This design comes from an exercise in tuning for small area and a short achievable clock period on the open sky130 flow, not from production work. In this exercise RTL edits were held to simulation tests only and were not proved equivalent to the original. Power figures rest on the tool's default switching activity, not on a simulated workload.

==> module result_bus, before the edit <==
module result_bus (
   input  logic                  clk,
   input  logic                  rst,
   input  logic                  alu_req,
   input  logic [4-1:0] alu_tag,
   input  logic [32-1:0]      alu_value,
   input  logic                  load_req,
   input  logic [4-1:0] load_tag,
   input  logic [32-1:0]      load_value,
   output logic                  alu_grant,
   output logic                  load_grant,
   output logic                  cdb_valid,
   output logic [4-1:0] cdb_tag,
   output logic [32-1:0]      cdb_value,
   output logic                  cdb_taken    
);
   logic last_load;   
   logic take_alu;    
   assign alu_grant  = alu_req & (~load_req | last_load);
   assign load_grant = load_req & (~alu_req | ~last_load);
   always_ff @(posedge clk or negedge rst) begin
      if (!rst) begin
         last_load <= 1'b1;   
      end else if (alu_grant) begin
         last_load <= 1'b0;
      end else if (load_grant) begin
         last_load <= 1'b1;
      end
   end
   assign take_alu  = ~load_req | (alu_req & last_load);
   assign cdb_valid = alu_req | load_req;
   assign cdb_tag   = take_alu ? alu_tag : load_tag;
   assign cdb_value = take_alu ? alu_value : load_value;
   assign cdb_taken = take_alu ? |alu_value : |load_value;
endmodule
export LEC_CHECK = 0
export CAP_MARGIN = 20
export CORE_MARGIN = 2
export CORE_UTILIZATION = 45
export CTS_BUF_LIST = sky130_fd_sc_hd__clkbuf_8 sky130_fd_sc_hd__clkbuf_16
export CTS_CLUSTER_DIAMETER = 100
export CTS_CLUSTER_SIZE = 24
export PLACE_DENSITY = 0.6
export SETUP_SLACK_MARGIN = 4.0
export SLEW_MARGIN = 20
create_clock -name core_clock -period 8.0 [get_ports {clk}]
standard.sh (not shown) runs the stock make flow with config.mk's settings and CLKGATE_MAP_FILE= SYNTH_SCRIPT=/design/flow/synth_recipe.tcl, a recipe that flattens the netlist after the stock synthesis.
==> flow/flow/run.sh <==
#!/bin/bash
# The standard layout, with the port buffers made from plain buf_2 cells
# (buffer_ports otherwise picks a delay buffer); the resizer still sizes
# them afterwards. Each tool's output goes to a log file here.
set -euo pipefail
bash standard.sh "BUFFER_PORTS_ARGS=-buffer_cell sky130_fd_sc_hd__buf_2" finish > standard_flow.log 2>&1
Then changed:
--- a/flow/design.v
+++ b/flow/design.v
@@ -49,9 +49,9 @@
       end else if (load_grant) begin
          last_load <= 1'b1;
       end
    end
-   assign take_alu  = ~load_req | (alu_req & last_load);
+   assign take_alu  = last_load ? (alu_req | ~load_req) : (alu_req & ~load_req);
    assign cdb_valid = alu_req | load_req;
    assign cdb_tag   = take_alu ? alu_tag : load_tag;
    assign cdb_value = take_alu ? alu_value : load_value;
    assign cdb_taken = take_alu ? |alu_value : |load_value;
First-iteration DRC count shrinks by a few percent.
Count of clock-buffer cells in the layout climbs by 1.
Cell area came out lower by a few percent.
Register-to-register slack loses 0.10 ns.
Power came out higher by a quarter to a third.
Die area fell by a few percent.
Cell count drops slightly.
Global-route usage came out lower by 1.4 points.
Worst setup slack is better by 0.072 ns.
Worst hold slack improves by 0.012 ns.
Sequential share of layout area climbs by 0.86 points.
Via count shrinks by a few percent.

* * *

## v6
RTL: one of the versions met above, not the one the previous note started from.
Size in the first run: roughly 260 I/O pins, about 37000 sq um of cells after synthesis.
==> module result_bus, before the edit <==
module result_bus (
   input  logic                  clk,
   input  logic                  rst,
   input  logic                  alu_req,
   input  logic [4-1:0] alu_tag,
   input  logic [32-1:0]      alu_value,
   input  logic                  load_req,
   input  logic [4-1:0] load_tag,
   input  logic [32-1:0]      load_value,
   output logic                  alu_grant,
   output logic                  load_grant,
   output logic                  cdb_valid,
   output logic [4-1:0] cdb_tag,
   output logic [32-1:0]      cdb_value,
   output logic                  cdb_taken    
);
   logic last_load;   
   logic take_alu;    
   assign alu_grant  = alu_req & (~load_req | last_load);
   assign load_grant = load_req & (~alu_req | ~last_load);
   always_ff @(posedge clk or negedge rst) begin
      if (!rst) begin
         last_load <= 1'b1;   
      end else if (alu_grant) begin
         last_load <= 1'b0;
      end else if (load_grant) begin
         last_load <= 1'b1;
      end
   end
   assign take_alu  = last_load ? (alu_req | ~load_req) : (alu_req & ~load_req);
   assign cdb_valid = alu_req | load_req;
   assign cdb_tag   = take_alu ? alu_tag : load_tag;
   assign cdb_value = take_alu ? alu_value : load_value;
   assign cdb_taken = take_alu ? |alu_value : |load_value;
endmodule
==> flow/config.mk <==
export PLATFORM = sky130hd
export DESIGN_NAME = rob_top
export DESIGN_NICKNAME = rob_top
export VERILOG_FILES = /design/flow/design.v
export SDC_FILE = /design/flow/constraint.sdc
export NUM_CORES = 4
export LEC_CHECK = 0
export CAP_MARGIN = 20
export CORE_MARGIN = 2
export CORE_UTILIZATION = 55
export CTS_BUF_LIST = sky130_fd_sc_hd__clkbuf_8 sky130_fd_sc_hd__clkbuf_16
export CTS_CLUSTER_DIAMETER = 100
export CTS_CLUSTER_SIZE = 24
export PLACE_DENSITY = 0.7
export SETUP_SLACK_MARGIN = 4.0
export SLEW_MARGIN = 20
==> flow/constraint.sdc <==
create_clock -name core_clock -period 8.0 [get_ports {clk}]
set_input_delay 1.6000 -clock core_clock [delete_from_list [all_inputs] [get_ports {clk}]]
set_output_delay 1.6000 -clock core_clock [all_outputs]
set_load 0.01 [all_outputs]
==> flow/flow/run.sh <==
#!/bin/bash
# The standard layout, with the port buffers made from plain buf_1 cells
# (buffer_ports otherwise picks a delay buffer); the resizer still sizes
# them afterwards. Each tool's output goes to a log file here.
set -euo pipefail
bash standard.sh "BUFFER_PORTS_ARGS=-buffer_cell sky130_fd_sc_hd__buf_1" finish > standard_flow.log 2>&1
## Diff of input files: v7 against v6
--- a/flow/design.v
+++ b/flow/design.v
@@ -47,13 +47,13 @@
       end else if (alu_grant) begin
          last_load <= 1'b0;
       end else if (load_grant) begin
          last_load <= 1'b1;
       end
    end
-   assign take_alu  = last_load ? (alu_req | ~load_req) : (alu_req & ~load_req);
+   assign take_alu  = ~load_req | (alu_req & last_load);
    assign cdb_valid = alu_req | load_req;
    assign cdb_tag   = take_alu ? alu_tag : load_tag;
    assign cdb_value = take_alu ? alu_value : load_value;
    assign cdb_taken = take_alu ? |alu_value : |load_value;
 endmodule
 `timescale 1ns/1ps
[summary]
v7 reached the end of the flow, and the finished layout is clean on the timing, DRC and antenna checks. In v7 the clock network power share turned out 4.6 points higher than in v6. v6 → v7: total power shrank by 25%; final wirelength went up; worst hold slack saw a decrease; synthesized cell count went up by 40. For v7, the launching instance or port of the critical path was load_req, unlike v6, where it was issue_offset[0]. v7 vs v6, timing endpoint of the critical path: load_grant vs i_rob_core.word_a[15][31].

## afterwards: timing with drivers on the ports
No port has a modelled driver above. Below, the same layouts with a new extraction and two added sets of constraints. Step 1 assumes that a clkbuf_16 drives the clock port and a buf_2 every other input. Step 2 also shifts input and output timing later by t, the mid clock arrival at the registers, as if the neighbouring blocks saw the same clock. a / b / c = ideal ports / drivers / drivers and shift; a / b = the first two.
run | t, ns | slack for setup (ns) | worst setup path after step 2 | clock arrival spread, ns | cell pins on the clock port's net
the first run of note 1 | 0.681 | 3.856 / 3.835 / 3.374 | input to register | 0.038 / 0.038 | 1
the second run of note 1 | 0.671 | 3.928 / 3.945 / 3.274 | input to register | 0.020 / 0.020 | 1
v6 | 0.663 | 3.943 / 3.948 / 3.285 | input to register | 0.040 / 0.039 | 1
v7 | 0.673 | 4.040 / 4.017 / 3.414 | input to register | 0.048 / 0.049 | 1
After both steps setup and hold are still met in every run listed. The setup slack of v6, which loses most, moves by +0.005 ns with the drivers and by -0.658 ns with both steps.
